This is an optimization exercise on Yosys and OpenROAD, whose aim is small area, a short achievable clock period and few clock cycles per item, not a production implementation.
Only simulation tests tie the RTL to the original design; equivalence was not proved.

==> flow/design.v <==
`timescale 1ns / 1ps
`default_nettype none
package rcsc_pkg;
    localparam int NUM_CH = 7;
    localparam int CH_THR = 0;
    localparam int CH_YAW = 1;
    localparam int CH_PIT = 2;
    localparam int CH_ROL = 3;
    localparam int CH_AX1 = 4;
    localparam int CH_AX2 = 5;
    localparam int CH_AX3 = 6;
    localparam int ADC_W  = 12;
    localparam int CHAN_W = 11;
    localparam int TRIM_W = 10;
    localparam int RAW_W  = 12;
    localparam int SQ_W   = 24;
    localparam logic [CHAN_W-1:0] CH_MIN = 11'd1000;
    localparam logic [CHAN_W-1:0] CH_MAX = 11'd2000;
    localparam logic [CHAN_W-1:0] CENTER = 11'd1500;
    localparam logic [CHAN_W-1:0] AUX_LO = 11'd1495;
    localparam logic [CHAN_W-1:0] AUX_HI = 11'd1505;
    localparam logic [SQ_W-1:0]   DEAD_SQ = 24'd625;
    typedef logic [ADC_W-1:0]  t_adc;
    typedef logic [CHAN_W-1:0] t_chan;
    typedef logic [RAW_W-1:0]  t_raw;
    typedef logic signed [TRIM_W-1:0] t_trim;
    typedef enum logic [2:0] {
        CFG_STICK_MODE   = 3'd0,
        CFG_OFS_THROTTLE = 3'd1,
        CFG_OFS_YAW      = 3'd2,
        CFG_OFS_PITCH    = 3'd3,
        CFG_OFS_ROLL     = 3'd4,
        CFG_OFS_AUX_ONE  = 3'd5,
        CFG_OFS_AUX_TWO  = 3'd6,
        CFG_OFS_AUX_THREE = 3'd7
    } t_cfg_idx;
    typedef struct packed {
        t_adc adc_aux_two;
        t_adc adc_aux_one;
        t_adc adc_aux_three;
        t_adc adc_stick_up;
        t_adc adc_yaw;
        t_adc adc_roll;
        t_adc adc_stick_down;
    } t_in_item;
    typedef struct packed {
        t_chan filtered_throttle;
        t_chan filtered_yaw;
        t_chan filtered_pitch;
        t_chan filtered_roll;
        t_chan filtered_aux_one;
        t_chan filtered_aux_two;
        t_chan filtered_aux_three;
    } t_out_item;
    typedef struct packed {
        logic load;
        logic adv;
    } t_pipe_ctl;
endpackage
`default_nettype wire
`timescale 1ns / 1ps
`default_nettype none
module rcsc_chan #(
    parameter int WINDOW_LEN = 5
) (
    input  wire logic                i_clk,
    input  wire logic                i_rst_n,
    input  wire rcsc_pkg::t_pipe_ctl i_ctl,
    input  wire rcsc_pkg::t_raw      i_raw,
    input  wire rcsc_pkg::t_trim     i_trim,
    output rcsc_pkg::t_chan          o_avg
);
    localparam int SUM_W  = $clog2(WINDOW_LEN * 2000 + 1);
    localparam int WL_B   = $clog2(WINDOW_LEN);
    localparam int SHIFT  = SUM_W + WL_B;
    localparam int RCP_W  = SHIFT + 1;
    localparam longint RECIP = ((longint'(1) << SHIFT) + WINDOW_LEN - 1) / WINDOW_LEN;
    localparam int PROD_W = SUM_W + RCP_W;
    localparam int DIFF_W = rcsc_pkg::RAW_W + 2;
    rcsc_pkg::t_chan r_hist [WINDOW_LEN];
    logic [SUM_W-1:0] r_sum;
    logic [SUM_W-1:0] n_sum;
    rcsc_pkg::t_chan  r_avg;
    logic signed [DIFF_W-1:0] w_diff;
    rcsc_pkg::t_chan          w_lim;
    logic [PROD_W-1:0]        w_prod;
    assign w_diff = $signed({2'b00, i_raw})
                  - $signed({{(DIFF_W-rcsc_pkg::TRIM_W){i_trim[rcsc_pkg::TRIM_W-1]}}, i_trim});
    always_comb begin
        if (w_diff <= $signed({3'b000, rcsc_pkg::CH_MIN})) begin
            w_lim = rcsc_pkg::CH_MIN;
        end else if (w_diff >= $signed({3'b000, rcsc_pkg::CH_MAX})) begin
            w_lim = rcsc_pkg::CH_MAX;
        end else begin
            w_lim = w_diff[rcsc_pkg::CHAN_W-1:0];
        end
    end
    assign n_sum = r_sum - SUM_W'(r_hist[WINDOW_LEN-1]) + SUM_W'(w_lim);
    assign w_prod = PROD_W'(r_sum) * PROD_W'(RCP_W'(RECIP));
    always_ff @(posedge i_clk) begin
        if (!i_rst_n) begin
            r_sum <= '0;
            for (int i = 0; i < WINDOW_LEN; i++) begin
                r_hist[i] <= '0;
            end
        end else if (i_ctl.load) begin
            r_sum     <= n_sum;
            r_hist[0] <= w_lim;
            for (int i = 1; i < WINDOW_LEN; i++) begin
                r_hist[i] <= r_hist[i-1];
            end
        end
    end
    always_ff @(posedge i_clk) begin
        if (i_ctl.adv) begin
            r_avg <= w_prod[SHIFT +: rcsc_pkg::CHAN_W];
        end
    end
    assign o_avg = r_avg;
endmodule
`default_nettype wire
`timescale 1ns / 1ps
`default_nettype none
module rc_stick_conditioner #(
    parameter int WINDOW_LEN = 5
) (
    input  wire logic        i_clk,
    input  wire logic        i_rst_n,
    input  wire logic        i_in_valid,
    output logic             o_in_ready,
    input  wire logic [11:0] i_adc_stick_down,
    input  wire logic [11:0] i_adc_roll,
    input  wire logic [11:0] i_adc_yaw,
    input  wire logic [11:0] i_adc_stick_up,
    input  wire logic [11:0] i_adc_aux_three,
    input  wire logic [11:0] i_adc_aux_one,
    input  wire logic [11:0] i_adc_aux_two,
    output logic             o_out_valid,
    input  wire logic        i_out_ready,
    output logic [10:0]      o_filtered_throttle,
    output logic [10:0]      o_filtered_yaw,
    output logic [10:0]      o_filtered_pitch,
    output logic [10:0]      o_filtered_roll,
    output logic [10:0]      o_filtered_aux_one,
    output logic [10:0]      o_filtered_aux_two,
    output logic [10:0]      o_filtered_aux_three,
    input  wire logic        i_cfg_we,
    input  wire logic [2:0]  i_cfg_idx,
    input  wire logic [9:0]  i_cfg_data
);
    logic            r_stick_mode;
    rcsc_pkg::t_trim r_trim [rcsc_pkg::NUM_CH];
    logic r_v1;
    logic r_v2;
    logic r_ov;
    rcsc_pkg::t_out_item r_out;
    logic w_rdy1;
    logic w_rdy2;
    logic w_rdy3;
    logic w_adv3;
    rcsc_pkg::t_pipe_ctl w_ctl;
    logic [9:0] w_up;
    logic [9:0] w_down;
    rcsc_pkg::t_raw w_up_raw;
    rcsc_pkg::t_raw w_down_raw;
    rcsc_pkg::t_raw w_raw [rcsc_pkg::NUM_CH];
    rcsc_pkg::t_chan w_avg [rcsc_pkg::NUM_CH];
    logic w_dead_ty;
    logic w_dead_pr;
    rcsc_pkg::t_out_item n_out;
    function automatic rcsc_pkg::t_raw add_raw(input rcsc_pkg::t_adc s);
        add_raw = {1'b0, rcsc_pkg::CH_MIN} + {2'b00, s[rcsc_pkg::ADC_W-1:2]};
    endfunction
    function automatic rcsc_pkg::t_raw sub_raw(input rcsc_pkg::t_adc s);
        sub_raw = {1'b0, rcsc_pkg::CH_MAX} - {2'b00, s[rcsc_pkg::ADC_W-1:2]};
    endfunction
    function automatic logic [rcsc_pkg::SQ_W-1:0] sq_dist(input rcsc_pkg::t_chan a,
                                                          input rcsc_pkg::t_chan b);
        logic signed [rcsc_pkg::CHAN_W:0] da;
        logic signed [rcsc_pkg::CHAN_W:0] db;
        logic signed [rcsc_pkg::SQ_W-1:0] pa;
        logic signed [rcsc_pkg::SQ_W-1:0] pb;
        da = $signed({1'b0, a}) - $signed({1'b0, rcsc_pkg::CENTER});
        db = $signed({1'b0, b}) - $signed({1'b0, rcsc_pkg::CENTER});
        pa = da * da;
        pb = db * db;
        sq_dist = $unsigned(pa) + $unsigned(pb);
    endfunction
    always_ff @(posedge i_clk) begin
        if (!i_rst_n) begin
            r_stick_mode <= 1'b0;
            for (int i = 0; i < rcsc_pkg::NUM_CH; i++) begin
                r_trim[i] <= '0;
            end
        end else if (i_cfg_we) begin
            case (i_cfg_idx)
                rcsc_pkg::CFG_STICK_MODE:    r_stick_mode <= i_cfg_data[0];
                rcsc_pkg::CFG_OFS_THROTTLE:  r_trim[rcsc_pkg::CH_THR] <= $signed(i_cfg_data);
                rcsc_pkg::CFG_OFS_YAW:       r_trim[rcsc_pkg::CH_YAW] <= $signed(i_cfg_data);
                rcsc_pkg::CFG_OFS_PITCH:     r_trim[rcsc_pkg::CH_PIT] <= $signed(i_cfg_data);
                rcsc_pkg::CFG_OFS_ROLL:      r_trim[rcsc_pkg::CH_ROL] <= $signed(i_cfg_data);
                rcsc_pkg::CFG_OFS_AUX_ONE:   r_trim[rcsc_pkg::CH_AX1] <= $signed(i_cfg_data);
                rcsc_pkg::CFG_OFS_AUX_TWO:   r_trim[rcsc_pkg::CH_AX2] <= $signed(i_cfg_data);
                rcsc_pkg::CFG_OFS_AUX_THREE: r_trim[rcsc_pkg::CH_AX3] <= $signed(i_cfg_data);
                default: ;
            endcase
        end
    end
    assign w_rdy3 = !r_ov || i_out_ready;
    assign w_adv3 = r_v2 && w_rdy3;
    assign w_rdy2 = !r_v2 || w_rdy3;
    assign w_rdy1 = !r_v1 || w_rdy2;
    assign w_ctl.load = i_in_valid && w_rdy1;
    assign w_ctl.adv  = r_v1 && w_rdy2;
    assign o_in_ready = w_rdy1;
    always_ff @(posedge i_clk) begin
        if (!i_rst_n) begin
            r_v1 <= 1'b0;
            r_v2 <= 1'b0;
            r_ov <= 1'b0;
        end else begin
            if (w_ctl.load) begin
                r_v1 <= 1'b1;
            end else if (w_ctl.adv) begin
                r_v1 <= 1'b0;
            end
            if (w_ctl.adv) begin
                r_v2 <= 1'b1;
            end else if (w_adv3) begin
                r_v2 <= 1'b0;
            end
            if (w_adv3) begin
                r_ov <= 1'b1;
            end else if (i_out_ready) begin
                r_ov <= 1'b0;
            end
        end
    end
    assign w_up       = i_adc_stick_up[rcsc_pkg::ADC_W-1:2];
    assign w_down     = i_adc_stick_down[rcsc_pkg::ADC_W-1:2];
    assign w_up_raw   = {1'b0, rcsc_pkg::CH_MIN} + {2'b00, w_up};
    assign w_down_raw = {1'b0, rcsc_pkg::CH_MAX} - {2'b00, w_down};
    assign w_raw[rcsc_pkg::CH_THR] = r_stick_mode ? w_up_raw : w_down_raw;
    assign w_raw[rcsc_pkg::CH_PIT] = r_stick_mode ? w_down_raw : w_up_raw;
    assign w_raw[rcsc_pkg::CH_YAW] = add_raw(i_adc_yaw);
    assign w_raw[rcsc_pkg::CH_ROL] = sub_raw(i_adc_roll);
    assign w_raw[rcsc_pkg::CH_AX1] = add_raw(i_adc_aux_one);
    assign w_raw[rcsc_pkg::CH_AX2] = add_raw(i_adc_aux_two);
    assign w_raw[rcsc_pkg::CH_AX3] = add_raw(i_adc_aux_three);
    for (genvar c = 0; c < rcsc_pkg::NUM_CH; c++) begin : g_chan
        rcsc_chan #(
            .WINDOW_LEN (WINDOW_LEN)
        ) u_chan (
            .i_clk   (i_clk),
            .i_rst_n (i_rst_n),
            .i_ctl   (w_ctl),
            .i_raw   (w_raw[c]),
            .i_trim  (r_trim[c]),
            .o_avg   (w_avg[c])
        );
    end
    assign w_dead_ty = sq_dist(w_avg[rcsc_pkg::CH_THR], w_avg[rcsc_pkg::CH_YAW])
                       <= rcsc_pkg::DEAD_SQ;
    assign w_dead_pr = sq_dist(w_avg[rcsc_pkg::CH_ROL], w_avg[rcsc_pkg::CH_PIT])
                       <= rcsc_pkg::DEAD_SQ;
    always_comb begin
        n_out.filtered_throttle = w_dead_ty ? rcsc_pkg::CENTER : w_avg[rcsc_pkg::CH_THR];
        n_out.filtered_yaw      = w_dead_ty ? rcsc_pkg::CENTER : w_avg[rcsc_pkg::CH_YAW];
        n_out.filtered_pitch    = w_dead_pr ? rcsc_pkg::CENTER : w_avg[rcsc_pkg::CH_PIT];
        n_out.filtered_roll     = w_dead_pr ? rcsc_pkg::CENTER : w_avg[rcsc_pkg::CH_ROL];
        n_out.filtered_aux_two  = w_avg[rcsc_pkg::CH_AX2];
        n_out.filtered_aux_one  = w_avg[rcsc_pkg::CH_AX1];
        n_out.filtered_aux_three = w_avg[rcsc_pkg::CH_AX3];
        if (w_avg[rcsc_pkg::CH_AX1] > rcsc_pkg::AUX_LO
                && w_avg[rcsc_pkg::CH_AX1] < rcsc_pkg::AUX_HI) begin
            n_out.filtered_aux_one = rcsc_pkg::CENTER;
        end
        if (w_avg[rcsc_pkg::CH_AX3] > rcsc_pkg::AUX_LO
                && w_avg[rcsc_pkg::CH_AX3] < rcsc_pkg::AUX_HI) begin
            n_out.filtered_aux_three = rcsc_pkg::CENTER;
        end
    end
    always_ff @(posedge i_clk) begin
        if (w_adv3) begin
            r_out <= n_out;
        end
    end
    assign o_out_valid          = r_ov;
    assign o_filtered_throttle  = r_out.filtered_throttle;
    assign o_filtered_yaw       = r_out.filtered_yaw;
    assign o_filtered_pitch     = r_out.filtered_pitch;
    assign o_filtered_roll      = r_out.filtered_roll;
    assign o_filtered_aux_one   = r_out.filtered_aux_one;
    assign o_filtered_aux_two   = r_out.filtered_aux_two;
    assign o_filtered_aux_three = r_out.filtered_aux_three;
endmodule
`default_nettype wire
==> flow/run.sh <==
#!/bin/bash
# synth_recipe.tcl (not shown) runs the flow's synth.tcl, then flattens the netlist and writes it again
# the make line also repeats each setting of config.mk as NAME=value (left out here)
make -C /OpenROAD-flow-scripts/flow DESIGN_CONFIG=/design/flow/config.mk WORK_HOME=/design/flow/orfs CLKGATE_MAP_FILE= SYNTH_SCRIPT=/design/flow/synth_recipe.tcl finish
==> flow/config.mk <==
export PLATFORM = sky130hd
export DESIGN_NAME = rc_stick_conditioner
export DESIGN_NICKNAME = rc_stick_conditioner
export VERILOG_FILES = /design/flow/design.v
export SDC_FILE = /design/flow/constraint.sdc
export NUM_CORES = 4
export LEC_CHECK = 0
export CAP_MARGIN = 20
export CORE_MARGIN = 2
export CORE_UTILIZATION = 40
export SLEW_MARGIN = 20
==> flow/constraint.sdc <==
create_clock -name core_clock -period 10.0 [get_ports {i_clk}]
set_input_delay 2.0000 -clock core_clock [delete_from_list [all_inputs] [get_ports {i_clk}]]
set_output_delay 2.0000 -clock core_clock [all_outputs]
set_load 0.01 [all_outputs]
==> metrics.yaml <==
timing:
  rsz0062_at_grt: "false"
  max_slew_margin: 0.295
  min_period_ns: 9.45
  slew_viol_final: 0
  max_freq_mhz: 106
  fin_crit_sh: 0.945
  worst_slew_pin_slew_ns: 1.06
  whs_ns: 0.406
  finalHoldViolCount: 0
  fin_skew_ns: 0.0504
  setup_violations: 0
  tns_ns: 0
clock_tree:
  h-tree-depth: 3
  clkLatencyLatePin_ns: 0.74
  numCtsBuffers: 85
  clkSlewWorstSetupHoldPaths_ns: 0.06
  cts_max_path_buffers: 3
  cts_tree: "yes"
  cts.sinks: 711
  cts_resized: 0
  cts_setup_buffers: 0
  cts_hold_buf: 0
  clock-root-buffer: "clkbuf_16"
final_layout:
  nFillCells: 19000
  nets: 11000
  drive_above_1_share: 0.0342
  postLayoutCellArea_um2: 86200
  area_delta_synth_final_pct: 9.63
detailed_routing:
  firstDrtPassIters: 5
  post_drt_wl_per_cell_um: 15.8
  routed_wl_um: 181000
  final_antenna_net_count: 0
  drc: 0
  drt_iter0_markers: 3364
  vias: 56000
  avgViaCountPerCell: 4.89
logic_synthesis:
  synth_area_um2: 78600
  synth_edf_count: 154
  async_reset_ff_frac: 0
  synth_area_per_cell_um2: 9.06
  yosys.area.top_type: "fa_1"
  synth_nets: 10900
  ys_warn_count: 8
  ys_ff_latch: 711
  postSynthCellCount: 8673
  synth_flop_cell: "dfxtp_1"
  synth.distinct_cells: 106
  yosysSeqAreaShare: 0.201
  yosysTopAreaCellShare: 0.270
  synthTopCellsByArea: "fa_1, ha_1, dfxtp_1"
worst_setup_path:
  arrival_ns: 9.90
  path_common_cell: "fa_1"
  worstPathBufferInverterCount: 6
  r2r_slack_ns: 0.55
  worstPathRequired_ns: 10.45
  critPathCaptureType: "flip-flop"
  critPathTopFamily: "adder cells"
  cp_max_fo: 17
  reg2reg_to: "r_out[75]"
  r2r_start: "g_chan[0].u_chan.r_avg[2]"
  cp-start-kind: "flip-flop"
  reg2regPathDepth: 28
  slowest_stage: "a2111oi_0"
  critical_path_class: "flip-flop to flip-flop"
  slowest_delay_ns: 0.65
global_route:
  track_usage: 0.185
  grt_pass1_wl_um: 299000
  grt_overflow_total: 0
  grt_max_degree: 210
  antenna_found_initial: 12
  grt_pass1_vias: 57300
die:
  num_rows: 162
  die-area_um2: 200000
  num_io_pins: 181
  initial_utilization: 0.403
  die_w_um: 447
  coreArea_um2: 195000
  die_h_um: 447
placement:
  dpl-instance-area_um2: 83200
  io_buffers: 166
  gp_congestion: 0.917
  hpwl_um: 148000
worst_hold_path:
  hold_path_end: "g_chan[3].u_chan.r_hist[2][5]"
  min_from: "g_chan[3].u_chan.r_hist[1][5]"
  holdPathStages: 2
  holdCritPathClass: "flip-flop to flip-flop"
job:
  maxCapViolCount: 0
outcome:
  status: "no timing/DRC/antenna violations"
==> area by class of cell <==
type,count,area [µm²],area share
diodes,4,10.0,0.000116
repair buffers,234,2240,0.0260
inverters,1751,6580,0.0764
multi-input cells,5974,55400,0.643
clock inverters,45,532,0.00617
well taps,2624,3280,0.0381
flip-flops and latches,711,15800,0.183
clock buffers,112,2370,0.0275
==> cell usage in the layout (no fill, tap or decap), types with 36 or more instances in the layout <==
| cell | n |
|---|---|
| inv_1 | 1734 |
| nand2_1 | 1176 |
| ha_1 | 1060 |
| fa_1 | 1059 |
| a21oi_1 | 668 |
| dfxtp_1 | 556 |
| nor2_1 | 403 |
| xnor2_1 | 232 |
| o21ai_0 | 217 |
| clkdlybuf4s50_1 | 165 |
| edfxtp_1 | 154 |
| xor2_1 | 114 |
| clkbuf_16 | 87 |
| nor3_1 | 85 |
| nand2b_1 | 75 |
| nand3_1 | 72 |
| nor2b_1 | 66 |
| buf_4 | 63 |
| o21a_1 | 59 |
| a21o_1 | 59 |
| a31oi_1 | 55 |
| and2_1 | 43 |
| or2_2 | 40 |
| and3_1 | 39 |
| o21bai_1 | 36 |
==> worst min-delay path, cell delays in order, from the launching register on <==
cell	delay, ns
dfxtp_1	0.31
nand2_1	0.05
a21oi_1	0.05
==> cell usage after synthesis, types with 8 or more instances <==
library cell,instances
o21a_1,59
nand3_1,72
o211ai_1,16
nand2_1,1177
nand3b_1,9
a211o_1,8
clkbuf_1,215
o31a_1,14
o41ai_1,12
o31ai_1,19
a41oi_1,15
a31oi_1,56
nor3_1,85
xor2_1,114
o21bai_1,36
fa_1,1059
ha_1,1060
buf_2,8
nor3b_1,10
nand2b_1,75
dfxtp_1,557
a2111oi_0,12
o21ai_0,217
or3_1,27
a32o_1,18
a211oi_1,23
nor2b_1,67
or2_1,16
inv_1,1734
mux2i_1,27
and2_1,43
a21o_1,59
edfxtp_1,154
and3_1,39
a21oi_1,668
or2_2,40
nor4_1,22
clkinv_1,14
xnor2_1,232
nand4_1,17
nor2_1,403
==> worst max-delay path by stage <==
| stage | startpoint | to | slack [ns] | depth (start not counted) |
|---|---|---|---|---|
| after floorplan | i_out_ready | g_chan[0].u_chan.r_avg[0] | 1.68 | 2 |
| after global placement | g_chan[0].u_chan.r_avg[2] | r_out[56] | 0.74 | 33 |
| after detailed placement | g_chan[0].u_chan.r_avg[2] | r_out[75] | 0.66 | 28 |
| after CTS | g_chan[2].u_chan.r_avg[3] | r_out[53] | 0.64 | 29 |
| after global routing | g_chan[2].u_chan.r_avg[3] | r_out[53] | 0.15 | 29 |
| final | g_chan[0].u_chan.r_avg[2] | r_out[75] | 0.55 | 28 |
==> routing by layer <==
layer,vias to the layer above,GRT usage,part of all wire
met5,-,0,0.00028
met4,8,0.0462,0.022
met3,227,0.0186,0.041
met2,1001,0.297,0.45
met1,27000,0.266,0.48
li1,27800,-,-
==> stage by stage <==
stage	util	worst slack, ns	std cells
floorplan	-	1.68	8673
global placement	0.426	0.740	11300
detailed placement	0.426	0.659	11300
CTS	0.441	0.645	11500
global route	0.441	0.147	11500
finish	0.441	0.554	11500
==> flip-flops by register name (all words and copies together) (netlist names) <==
register,flops
g_chan.u_chan.r_hist,385
g_chan.u_chan.r_avg,77
r_stick_mode,1
r_v2,1
g_chan.u_chan.r_sum,98
r_ov,1
r_v1,1
r_trim,70
r_out,77
==> cells by family (layout without fill, tap and decap cells) <==
logic type	count (synthesis)	after routing	synth area share
simple gates	2136	2136	0.119
fa+ha+maj	2119	2119	0.438
buf+inv	1988	2142	0.0955
compound gates	1339	1339	0.104
flops	711	711	0.201
xor+xnor	346	346	0.0386
mux	34	34	0.00449
other cells	0	4	0
Testbench counts, summed over its fixed seeds: cycles 16,024, items 16,000.

-- separate check: timing with driven ports --
Ports are ideal in the flow. The routed layout listed here was re-timed in OpenROAD. Step 1 sets driving cells, clkbuf_16 on the clock port and buf_2 on the other inputs (assumed; they add their load-dependent delay and slew). Step 2 moves the port delays by t, midway between the first and last clock arrival at a register: inputs arrive t later, outputs are due t later. That takes back most of the time a late clock gives input paths. Slacks: ideal / step 1 / step 2; pairs: ideal / step 1.
t, ns: 0.780
slack for setup (ns): 0.554 / 0.554 / 0.554
hold slack, ns: 0.406 / 0.406 / 0.406
worst setup path at the end: register to register
slew at the worst register clock pin (ns): 0.07 / 0.07
After both steps setup and hold are still met in this run. For this run, drivers alone change the setup slack by 0.000 ns; drivers and shift together by 0.000 ns.
